From an optimization exercise on the open Yosys and OpenROAD flow, aimed at small area, a short achievable clock period and few clock cycles; shortcuts taken in it are not production practice. At most, simulation tests tie the RTL to the original design; equivalence was not proved.

## P
Design vaddr_gen, start of the top module:
module vaddr_gen #(
  parameter int unsigned BusBytes = 8
) (
  input  logic               clk_i,
  input  logic               rst_ni,
  input  logic               req_valid_i,
  output logic               req_ready_o,
  input  vaddr_pkg::vop_e    req_op_i,
  input  vaddr_pkg::addr_t   req_addr_i,
  input  vaddr_pkg::vlen_t   req_len_i,
  input  vaddr_pkg::stride_t req_stride_i,
  input  vaddr_pkg::vew_e    req_vew_i,
  output logic               ack_o,
  output logic               ack_error_o,
  output logic               ar_valid_o,
  input  logic               ar_ready_i,
  output vaddr_pkg::addr_t   ar_addr_o,
  output logic [7:0]         ar_len_o,
  output logic [2:0]         ar_size_o,
  output logic               aw_valid_o,
  input  logic               aw_ready_i,
  output vaddr_pkg::addr_t   aw_addr_o,
  output logic [7:0]         aw_len_o,
  output logic [2:0]         aw_size_o,
  output logic               lsu_valid_o,
  input  logic               lsu_ready_i,
  output vaddr_pkg::addr_t   lsu_addr_o,
  output logic [7:0]         lsu_len_o,
  output logic [2:0]         lsu_size_o,
  output logic               lsu_is_load_o
);
For scale: ~960 cells after synthesis, ~180 flip-flops, about 230 I/O pins, ~0.011 sq mm of cells after synthesis.
export LEC_CHECK = 0
export CAP_MARGIN = 20
export CORE_MARGIN = 2
export CORE_UTILIZATION = 40
export SLEW_MARGIN = 20
create_clock -name core_clock -period 15.0 [get_ports {clk_i}]
standard.sh (not shown) runs the stock make flow with config.mk's settings and CLKGATE_MAP_FILE= SYNTH_SCRIPT=/design/flow/synth_recipe.tcl, a recipe that flattens the netlist after the stock synthesis.
==> flow/flow/run.sh <==
#!/bin/bash
# The standard layout (standard.sh) with three changes to how it is made:
#  - timing repair aims at 10.5 ns of setup slack, so the achieved period is short;
#  - ports are buffered with buf_1 instead of the default delay buffer;
#  - the clock tree uses clkbuf_8 and no dummy loads.
# Everything else, the synthesis included, is the standard flow. The make output goes to
# flow_make.log; ORFS's own per-step logs stay under orfs/logs.
set -euo pipefail
bash standard.sh \
  SETUP_SLACK_MARGIN=10.5 \
  "BUFFER_PORTS_ARGS=-buffer_cell sky130_fd_sc_hd__buf_1" \
  "CTS_ARGS=-sink_clustering_enable -repair_clock_nets -buf_list sky130_fd_sc_hd__clkbuf_8 -root_buf sky130_fd_sc_hd__clkbuf_8 -dont_use_dummy_load" \
  finish > flow_make.log 2>&1
Testbench counts of P, summed over its fixed seeds: cycles 1,962.
What Q does differently from P at the input level:
diff --git a/flow/design.v b/flow/design.v
--- a/flow/design.v
+++ b/flow/design.v
@@ -363,20 +363,21 @@
   output logic [7:0]         aw_len_o,
   output logic [2:0]         aw_size_o,
   output logic               lsu_valid_o,
   input  logic               lsu_ready_i,
   output vaddr_pkg::addr_t   lsu_addr_o,
   output logic [7:0]         lsu_len_o,
   output logic [2:0]         lsu_size_o,
   output logic               lsu_is_load_o
 );
   logic             w_valid_q;
+  logic             w_skip_q;
   logic             w_bh_q;
   vaddr_pkg::addr_t w_a_q;
   logic [15:0]      w_r_q;
   vaddr_pkg::addr_t w_stride_q;
   logic [1:0]       w_vew_q;
   logic             w_load_q;
   logic             w_burst_q;
   logic take;
   logic in_misal;
   logic in_good;
@@ -408,24 +409,35 @@
   logic [7:0]  len_b;
   vaddr_pkg::addr_t stride_sum;
   vaddr_add32 u_add (.a(w_a_q), .b(w_stride_q), .s(stride_sum));
   assign room_bytes = w_a_q[11] ? (~w_a_q[11:0] + 12'd1) : (12'h800 - {9'd0, w_a_q[2:0]});
   assign room_elems = room_bytes >> w_vew_q;
   assign step       = w_burst_q ? {4'd0, room_elems} : 16'd1;
   assign w_last     = w_burst_q ? (w_r_q <= step) : (w_r_q == (w_bh_q ? 16'd2 : 16'd1));
   assign lim       = w_a_q[11] ? ~w_a_q[10:3] : 8'hFF;
   assign tail_span = (w_r_q[10:0] << w_vew_q) + {8'd0, w_a_q[2:0]} - 11'd1;
   assign len_b     = w_last ? tail_span[10:3] : lim;
-  logic in_strided;
-  logic in_last;
-  assign in_strided = req_op_i[1];
-  assign in_last    = (req_len_i == 16'd1);
+  logic        in_burst;
+  logic [11:0] in_room_bytes;
+  logic [11:0] in_room_elems;
+  logic        in_last;
+  logic [10:0] in_tail_span;
+  logic [7:0]  in_lim;
+  logic [7:0]  in_len;
+  assign in_burst      = !req_op_i[1];
+  assign in_room_bytes = req_addr_i[11] ? (~req_addr_i[11:0] + 12'd1)
+                                        : (12'h800 - {9'd0, req_addr_i[2:0]});
+  assign in_room_elems = in_room_bytes >> req_vew_i;
+  assign in_last       = in_burst ? (req_len_i <= {4'd0, in_room_elems}) : (req_len_i == 16'd1);
+  assign in_lim        = req_addr_i[11] ? ~req_addr_i[10:3] : 8'hFF;
+  assign in_tail_span  = (req_len_i[10:0] << req_vew_i) + {8'd0, req_addr_i[2:0]} - 11'd1;
+  assign in_len        = !in_burst ? 8'd0 : (in_last ? in_tail_span[10:3] : in_lim);
   logic             o_valid_q;
   logic             o_done_q;    
   vaddr_pkg::addr_t o_a_q;
   logic [7:0]       o_len_q;
   logic [1:0]       o_size_q;
   logic             o_load_q;
   logic             l_valid_q;
   vaddr_pkg::addr_t l_a_q;
   logic [7:0]       l_len_q;
   logic [1:0]       l_size_q;
@@ -438,32 +450,32 @@
   logic l_take;
   logic l_push;
   logic o_free;
   logic direct;
   assign dir_ok   = !l_valid_q || (l_load_q == o_load_q);
   assign ax_valid = o_valid_q && !o_done_q && dir_ok;
   assign hs       = (ar_valid_q && ar_ready_i) || (aw_valid_q && aw_ready_i);
   assign l_take   = !l_valid_q || lsu_ready_i;
   assign l_push   = o_valid_q && (o_done_q || hs) && l_take;
   assign o_free   = !o_valid_q || l_push;
-  assign direct   = take && in_good && in_strided && o_free;
+  assign direct   = take && in_good && o_free;
   logic w_valid_n;
   logic o_valid_n;
   logic o_done_n;
   logic o_load_n;
   logic l_valid_n;
   logic l_load_n;
   logic dir_ld_n;
   logic dir_st_n;
-  assign w_valid_n = !w_valid_q ? (take && in_good && !(direct && in_last))
-                               : !(o_free && w_last);
-  assign o_valid_n = o_free ? (w_valid_q || direct) : o_valid_q;
+  assign w_valid_n = !w_valid_q ? (take && in_good && !(o_free && in_last))
+                               : (w_skip_q || !(o_free && w_last));
+  assign o_valid_n = o_free ? (w_valid_q ? !w_skip_q : direct) : o_valid_q;
   assign o_done_n  = !o_free && (o_done_q || hs);
   assign o_load_n  = o_free ? (w_valid_q ? w_load_q : !req_op_i[0]) : o_load_q;
   assign l_valid_n = l_take ? l_push : l_valid_q;
   assign l_load_n  = l_push ? o_load_q : l_load_q;
   assign dir_ld_n  = !l_valid_n || l_load_n;
   assign dir_st_n  = !l_valid_n || !l_load_n;
   assign ar_valid_o = ar_valid_q;
   assign ar_addr_o  = o_a_q;
   assign ar_len_o   = o_len_q;
   assign ar_size_o  = {1'b0, o_size_q};
@@ -501,40 +513,42 @@
     end
   end
   always_ff @(posedge clk_i) begin
     if (!w_valid_q) begin
       w_a_q      <= req_addr_i;
       w_r_q      <= req_len_i;
       w_stride_q <= req_stride_i;
       w_vew_q    <= req_vew_i;
       w_load_q   <= !req_op_i[0];
       w_burst_q  <= !req_op_i[1];
+      w_skip_q   <= o_free && !req_op_i[1];
       w_bh_q     <= o_free && req_op_i[1];
-    end else if (o_free) begin
+    end else if (w_skip_q || o_free) begin
+      w_skip_q <= 1'b0;
       w_r_q <= w_r_q - step;
       if (w_burst_q) begin
         w_a_q <= w_a_q[11] ? {w_a_q[31:12] + 20'd1, 12'd0}
                            : {w_a_q[31:12], 1'b1, w_a_q[10:3], 3'd0};
       end else begin
         w_a_q <= stride_sum;
       end
     end
     if (o_free) begin
       if (w_valid_q) begin
         o_a_q    <= w_bh_q ? stride_sum : w_a_q;
         o_len_q  <= w_burst_q ? len_b : 8'd0;
         o_size_q <= w_burst_q ? 2'd3 : w_vew_q;
         o_load_q <= w_load_q;
       end else begin
         o_a_q    <= req_addr_i;
-        o_len_q  <= 8'd0;
-        o_size_q <= req_vew_i;
+        o_len_q  <= in_len;
+        o_size_q <= in_burst ? 2'd3 : req_vew_i;
         o_load_q <= !req_op_i[0];
       end
     end
     if (l_push) begin
       l_a_q    <= o_a_q;
       l_len_q  <= o_len_q;
       l_size_q <= o_size_q;
       l_load_q <= o_load_q;
     end
   end
Findings:
The final reports for Q and P show fraction of the yosys area taken by sequential cells lower in the former.
Per the comparison of Q with P, post-DP HPWL grew by about 27%, fmax decreased about 27%.
Changes observed in Q relative to P: worst setup timing slack at the placement stage dropped 1.72 ns; non-filler instance count after layout has increased.
Via count of the first global-routing pass: Q vs P up 24%
On maximum clock skew at final layout, Q and P are neck and neck.
Q vs P, top cell class by occupied area: multi-input gates vs sequential cells
Of the two values seen for cell at the slowest stage of the critical path, sky130_fd_sc_hd__or3_4 was produced by Q and sky130_fd_sc_hd__o21a_2 by P.
Only the layout flow was run in Q; the RTL was not checked for function there.

port drivers added, routing unchanged:
No port has a modelled driver above. Below, the same layouts with a new extraction and two added sets of constraints.
Step 1 (the two cells are an assumption about what drives the block):
set clk [get_ports {clk_i}]
set_driving_cell -lib_cell sky130_fd_sc_hd__clkbuf_16 $clk
set_driving_cell -lib_cell sky130_fd_sc_hd__buf_2 [delete_from_list [all_inputs] $clk]
Step 2 also shifts input and output timing later by t, the mid clock arrival at the registers, as if the neighbouring blocks saw the same clock.
Slacks: ideal ports / drivers / drivers and shift; pairs: ideal ports / drivers.
run	shift t [ns]	setup WS [ns]	worst slew at a driven data input, ns
P	0.481	10.593 / 10.608 / 10.127	0.06
Q	0.513	8.983 / 8.961 / 8.448	0.09
After both steps every run listed still meets setup and hold. For Q, which loses most, drivers alone change the setup slack by -0.022 ns; drivers and shift together by -0.535 ns.
